From an optimization exercise on the open Yosys and OpenROAD flow, aimed at small area, a short achievable clock period and few clock cycles per item; shortcuts taken in it are not production practice. RTL that was checked went through simulation tests only; none was proved equivalent to the original.

## the reference run
## tpu_top
module tpu_top
(
        input  logic clk,
        input  logic rst_n,
        input  logic in_valid,
        input  logic [31:0] a,
        input  logic [31:0] b,
        input  logic out_ready,
        output logic in_ready,
        output logic [31:0] out,
        output logic out_valid,
        output logic done
);
For scale: roughly 2200 cells after synthesis, about 330 flip-flops, ~100 I/O pins, about 26000 sq um of cells after synthesis.
==> module tpu_top, before the edit <==
module tpu_top
(
        input  logic clk,
        input  logic rst_n,
        input  logic in_valid,
        input  logic [31:0] a,
        input  logic [31:0] b,
        input  logic out_ready,
        output logic in_ready,
        output logic [31:0] out,
        output logic out_valid,
        output logic done
);
        localparam int N = 4;
        localparam int W = 8;
        logic [N*W-1:0] a_r, b_r;        
        logic           v_r;             
        logic [1:0]     k_r;             
        logic [1:0]     kin;             
        logic           acc_full;        
        logic [2:0]     ocnt;            
        logic [N*W-1:0] obuf [N];
        logic [N*W-1:0] c_row [N];       
        logic ob_free, xfer, s2_ok, adv2, in_fire, out_fire, first;
        assign ob_free  = (ocnt == 3'd0) || ((ocnt == 3'd1) && out_ready);
        assign xfer     = acc_full && ob_free;
        assign s2_ok    = (k_r != 2'd0) || !acc_full || ob_free;
        assign adv2     = v_r && s2_ok;
        assign in_ready = !v_r || s2_ok;
        assign in_fire  = in_valid && in_ready;
        assign out_valid = (ocnt != 3'd0);
        assign out_fire  = out_valid && out_ready;
        assign out       = obuf[3'd4 - ocnt];
        assign first = (k_r == 2'd0);
        always_ff @(posedge clk or negedge rst_n) begin
                if (!rst_n) begin
                        v_r      <= 1'b0;
                        kin      <= 2'd0;
                        acc_full <= 1'b0;
                        ocnt     <= 3'd0;
                        done     <= 1'b0;
                end else begin
                        done <= out_fire && (ocnt == 3'd1);
                        if (in_ready) begin
                                v_r <= in_valid;
                        end
                        if (in_fire) begin
                                kin <= kin + 2'd1;
                        end
                        if (adv2 && (k_r == 2'd3)) begin
                                acc_full <= 1'b1;
                        end else if (xfer) begin
                                acc_full <= 1'b0;
                        end
                        if (xfer) begin
                                ocnt <= 3'd4;
                        end else if (out_fire) begin
                                ocnt <= ocnt - 3'd1;
                        end
                end
        end
        always_ff @(posedge clk) begin
                if (in_ready) begin
                        a_r <= a;
                        b_r <= b;
                        k_r <= kin;
                end
        end
        always_ff @(posedge clk) begin
                if (xfer) begin
                        for (int r = 0; r < N; r++) begin
                                obuf[r] <= c_row[r];
                        end
                end
        end
        for (genvar i = 0; i < N; i++) begin : g_row
                for (genvar j = 0; j < N; j++) begin : g_col
                        logic [W-1:0] acc, sum;
                        tpu_pe u_pe (
                                .a_in   (a_r[(N-1-i)*W +: W]),
                                .b_in   (b_r[(N-1-j)*W +: W]),
                                .acc_in (first ? 8'd0 : acc),
                                .sum    (sum)
                        );
                        always_ff @(posedge clk) begin
                                if (adv2) begin
                                        acc <= sum;
                                end
                        end
                        assign c_row[i][(N-1-j)*W +: W] = acc;
                end
        end
endmodule
make LEC_CHECK=0 CAP_MARGIN=20 CORE_MARGIN=2 CORE_UTILIZATION=40 PLACE_DENSITY=0.6 SLEW_MARGIN=20 finish   # period 5.0 ns
run.sh (not shown) runs the stock make flow with config.mk's settings and CLKGATE_MAP_FILE= SYNTH_SCRIPT=/design/flow/synth_recipe.tcl, a recipe that flattens the netlist after the stock synthesis.
Setup changes, the reference run to the trial run
--- a/flow/design.v
+++ b/flow/design.v
@@ -147,42 +147,39 @@
         logic [N*W-1:0] a_r, b_r;        
         logic           v_r;             
         logic [1:0]     k_r;             
         logic [1:0]     kin;             
-        logic           acc_full;        
+        logic           clr;             
         logic [2:0]     ocnt;            
         logic [N*W-1:0] obuf [N];
         logic [N*W-1:0] c_row [N];       
-        logic ob_free, xfer, s2_ok, adv2, in_fire, out_fire, first;
+        logic last, ob_free, xfer, s2_ok, adv2, in_fire, out_fire, zero;
+        assign last     = (k_r == 2'd3);
         assign ob_free  = (ocnt == 3'd0) || ((ocnt == 3'd1) && out_ready);
-        assign xfer     = acc_full && ob_free;
-        assign s2_ok    = (k_r != 2'd0) || !acc_full || ob_free;
+        assign s2_ok    = !last || ob_free;
         assign adv2     = v_r && s2_ok;
+        assign xfer     = v_r && last && ob_free;
         assign in_ready = !v_r || s2_ok;
         assign in_fire  = in_valid && in_ready;
         assign out_valid = (ocnt != 3'd0);
         assign out_fire  = out_valid && out_ready;
         assign out       = obuf[3'd4 - ocnt];
-        assign first = (k_r == 2'd0);
+        assign zero = last || clr;
         always_ff @(posedge clk or negedge rst_n) begin
                 if (!rst_n) begin
-                        v_r      <= 1'b0;
-                        kin      <= 2'd0;
-                        acc_full <= 1'b0;
-                        ocnt     <= 3'd0;
-                        done     <= 1'b0;
+                        v_r  <= 1'b0;
+                        kin  <= 2'd0;
+                        clr  <= 1'b1;
+                        ocnt <= 3'd0;
+                        done <= 1'b0;
                 end else begin
+                        clr  <= 1'b0;
                         done <= out_fire && (ocnt == 3'd1);
                         if (in_ready) begin
                                 v_r <= in_valid;
                         end
                         if (in_fire) begin
                                 kin <= kin + 2'd1;
-                        end
-                        if (adv2 && (k_r == 2'd3)) begin
-                                acc_full <= 1'b1;
-                        end else if (xfer) begin
-                                acc_full <= 1'b0;
                         end
                         if (xfer) begin
                                 ocnt <= 3'd4;
                         end else if (out_fire) begin
@@ -209,16 +206,16 @@
                         logic [W-1:0] acc, sum;
                         tpu_pe u_pe (
                                 .a_in   (a_r[(N-1-i)*W +: W]),
                                 .b_in   (b_r[(N-1-j)*W +: W]),
-                                .acc_in (first ? 8'd0 : acc),
+                                .acc_in (acc),
                                 .sum    (sum)
                         );
                         always_ff @(posedge clk) begin
-                                if (adv2) begin
-                                        acc <= sum;
+                                if (adv2 || clr) begin
+                                        acc <= zero ? 8'd0 : sum;
                                 end
                         end
-                        assign c_row[i][(N-1-j)*W +: W] = acc;
+                        assign c_row[i][(N-1-j)*W +: W] = sum;
                 end
         end
 endmodule
## What came out
Per the final summary, the reference run finished and its layout is clean on timing, DRC and antenna. Looking at the reports, the trial run completed the entire flow and the layout it produced met the timing, DRC and antenna checks. Taking the reference run as the reference, in the trial run clock period minus worst slack saw a decrease, count of clock-buffer cells in the layout saw an increase. There was hardly any difference in utilization after layout between the trial run and the reference run. Compared with the reference run, the trial run ends up with a larger final cell area. Compared with the reference run, in the trial run post-layout worst setup margin up 0.023 ns; number of cells in the design after placement shows an increase of 108. When the final numbers for the trial run and the reference run were put side by side, the period utilization turned out to be smaller in the trial run. For the trial run, the most frequent standard cell in the layout excluding fill and tap cells was and2_1, unlike the reference run, where it was nand2_1.
No functional check of the RTL was part of any run of this note.

* * *

build 23:
tpu_top, a different RTL version from the one above (not shown whole).
For scale: ~2000 cells after synthesis.
==> flow/config.mk <==
export PLATFORM = sky130hd
export DESIGN_NAME = tpu_top
export DESIGN_NICKNAME = tpu_top
export VERILOG_FILES = /design/flow/design.v
export SDC_FILE = /design/flow/constraint.sdc
export NUM_CORES = 4
export LEC_CHECK = 0
export CAP_MARGIN = 20
export CORE_MARGIN = 2
export CORE_UTILIZATION = 55
export PLACE_DENSITY = 0.7
export SETUP_SLACK_MARGIN = 1.0
export SLEW_MARGIN = 20
export SYNTH_HIERARCHICAL = 1
==> flow/constraint.sdc <==
create_clock -name core_clock -period 5.0 [get_ports {clk}]
set_input_delay 1.0000 -clock core_clock [delete_from_list [all_inputs] [get_ports {clk}]]
set_output_delay 1.0000 -clock core_clock [all_outputs]
set_load 0.01 [all_outputs]
standard.sh (not shown) runs the stock make flow with config.mk's settings and CLKGATE_MAP_FILE= SYNTH_SCRIPT=/design/flow/synth_recipe.tcl, a recipe that flattens the netlist after the stock synthesis.
==> flow/flow/run.sh <==
#!/bin/bash
# The standard layout with two changes:
# - the port buffers that buffer_ports inserts are sky130_fd_sc_hd__buf_4 instead of the
#   library's default pick, so the input ports can drive their fanout; every port still
#   gets its own buffer;
# - synthesis is the standard flow's own script (synth_recipe.tcl) except that Yosys's synth skips its
#   generic ABC pass (-noabc), so the full and half adders written in the RTL reach
#   extract_fa as written instead of re-expressed with inverters. Everything else (the
#   -nofsm -noshare synth, flattening, renaming, flip-flop mapping and the final ABC
#   mapping) is unchanged, so the registers are the standard synthesis's.
set -euo pipefail
sed '1s/.*/proc synth {args} { yosys synth -nofsm -noshare -noabc {*}$args }/' \
        synth_recipe.tcl > noabc_synth.tcl
sed "s#SYNTH_SCRIPT=[^ ]*#SYNTH_SCRIPT=$PWD/noabc_synth.tcl#" standard.sh > standard_noabc.sh
export BUFFER_PORTS_ARGS="-buffer_cell sky130_fd_sc_hd__buf_4"
bash standard_noabc.sh > standard.log 2>&1
Modified inputs, trial 68 compared to build 23
-- flow/design.v --
<<< build 23, line 15
        logic [7:4] row0, row1;
        logic top, c7;
        logic [6:4] p, g;
        logic [6:5] cy;
        assign pp1 = ~a_in[0] | ~b_in[0];
        assign pp2 = ~a_in[0] | ~b_in[1];
>>> trial 68, line 15
        logic [7:4] row0, row1;
        logic top, c7;
        assign pp1 = ~a_in[0] | ~b_in[0];
        assign pp2 = ~a_in[0] | ~b_in[1];
<<< build 23, line 128
        assign row1[6] = s85;
        assign top = x100;
        assign p = row0[6:4] ^ row1[6:4];
        assign g = row0[6:4] & row1[6:4];
        assign cy[5] = (g[4]);
        assign cy[6] = (g[4] & p[5]) | (g[5]);
        assign c7 = (g[4] & p[5] & p[6]) | (g[5] & p[6]) | (g[6]);
        assign sum[4] = p[4];
        assign sum[5] = p[5] ^ cy[5];
        assign sum[6] = p[6] ^ cy[6];
        tpu_x u_top (.a(top), .b(c7), .y(sum[7]));
endmodule
>>> trial 68, line 126
        assign row1[6] = s85;
        assign top = x100;
        assign {c7, sum[6:4]} = {1'b0, row0[6:4]} + {1'b0, row1[6:4]};
        tpu_x u_top (.a(top), .b(c7), .y(sum[7]));
endmodule
Results
Across both runs, via count was lower for trial 68 than for build 23. Sort trial 68 and build 23 by non-clock buffer contribution to total cell area asc -> top: trial 68. Part of the cycle the worst path needs of trial 68 is on par with build 23. Register fraction of the total cell area: trial 68 > build 23. Comparing the two runs side by side, trial 68 comes out ahead of build 23 on synthesized area.
Testbench counts of trial 68, summed over its fixed seeds: cycles 1,320, jobs 320.
No functional check of the RTL was part of build 23.

==> separate check: timing with driven ports <==
In the flow no input, the clock included, has a driving cell. The finished layouts below were timed again as built, in two steps. Step 1 sets driving cells, clkbuf_16 on the clock port and buf_2 on the other inputs (assumed; they add their load-dependent delay and slew). Step 2, shift: input delay + t, output delay - t, t = (earliest + latest rising clock arrival at the registers) / 2. This alone moves slack from input paths to output paths. a / b / c = no drivers / after step 1 / after step 2; a / b = the first two.
run | t (ns) | slack for setup (ns) | latest minus earliest clock arrival (ns) | worst register clock-pin slew, ns | worst data-port slew with drivers (ns)
the reference run | 0.617 | 0.115 / 0.115 / 0.115 | 0.019 / 0.019 | 0.07 / 0.07 | 0.04
the trial run | 0.640 | 0.138 / 0.138 / 0.138 | 0.020 / 0.020 | 0.07 / 0.07 | 0.10
build 23 | 0.602 | 1.105 / 1.105 / 0.534 | 0.015 / 0.014 | 0.07 / 0.07 | 0.06
trial 68 | 0.605 | 1.110 / 1.110 / 0.552 | 0.013 / 0.012 | 0.07 / 0.07 | 0.06
After both steps setup and hold are still met in every run listed. The setup slack of build 23, which loses most, moves by 0.000 ns with the drivers and by -0.571 ns with both steps.
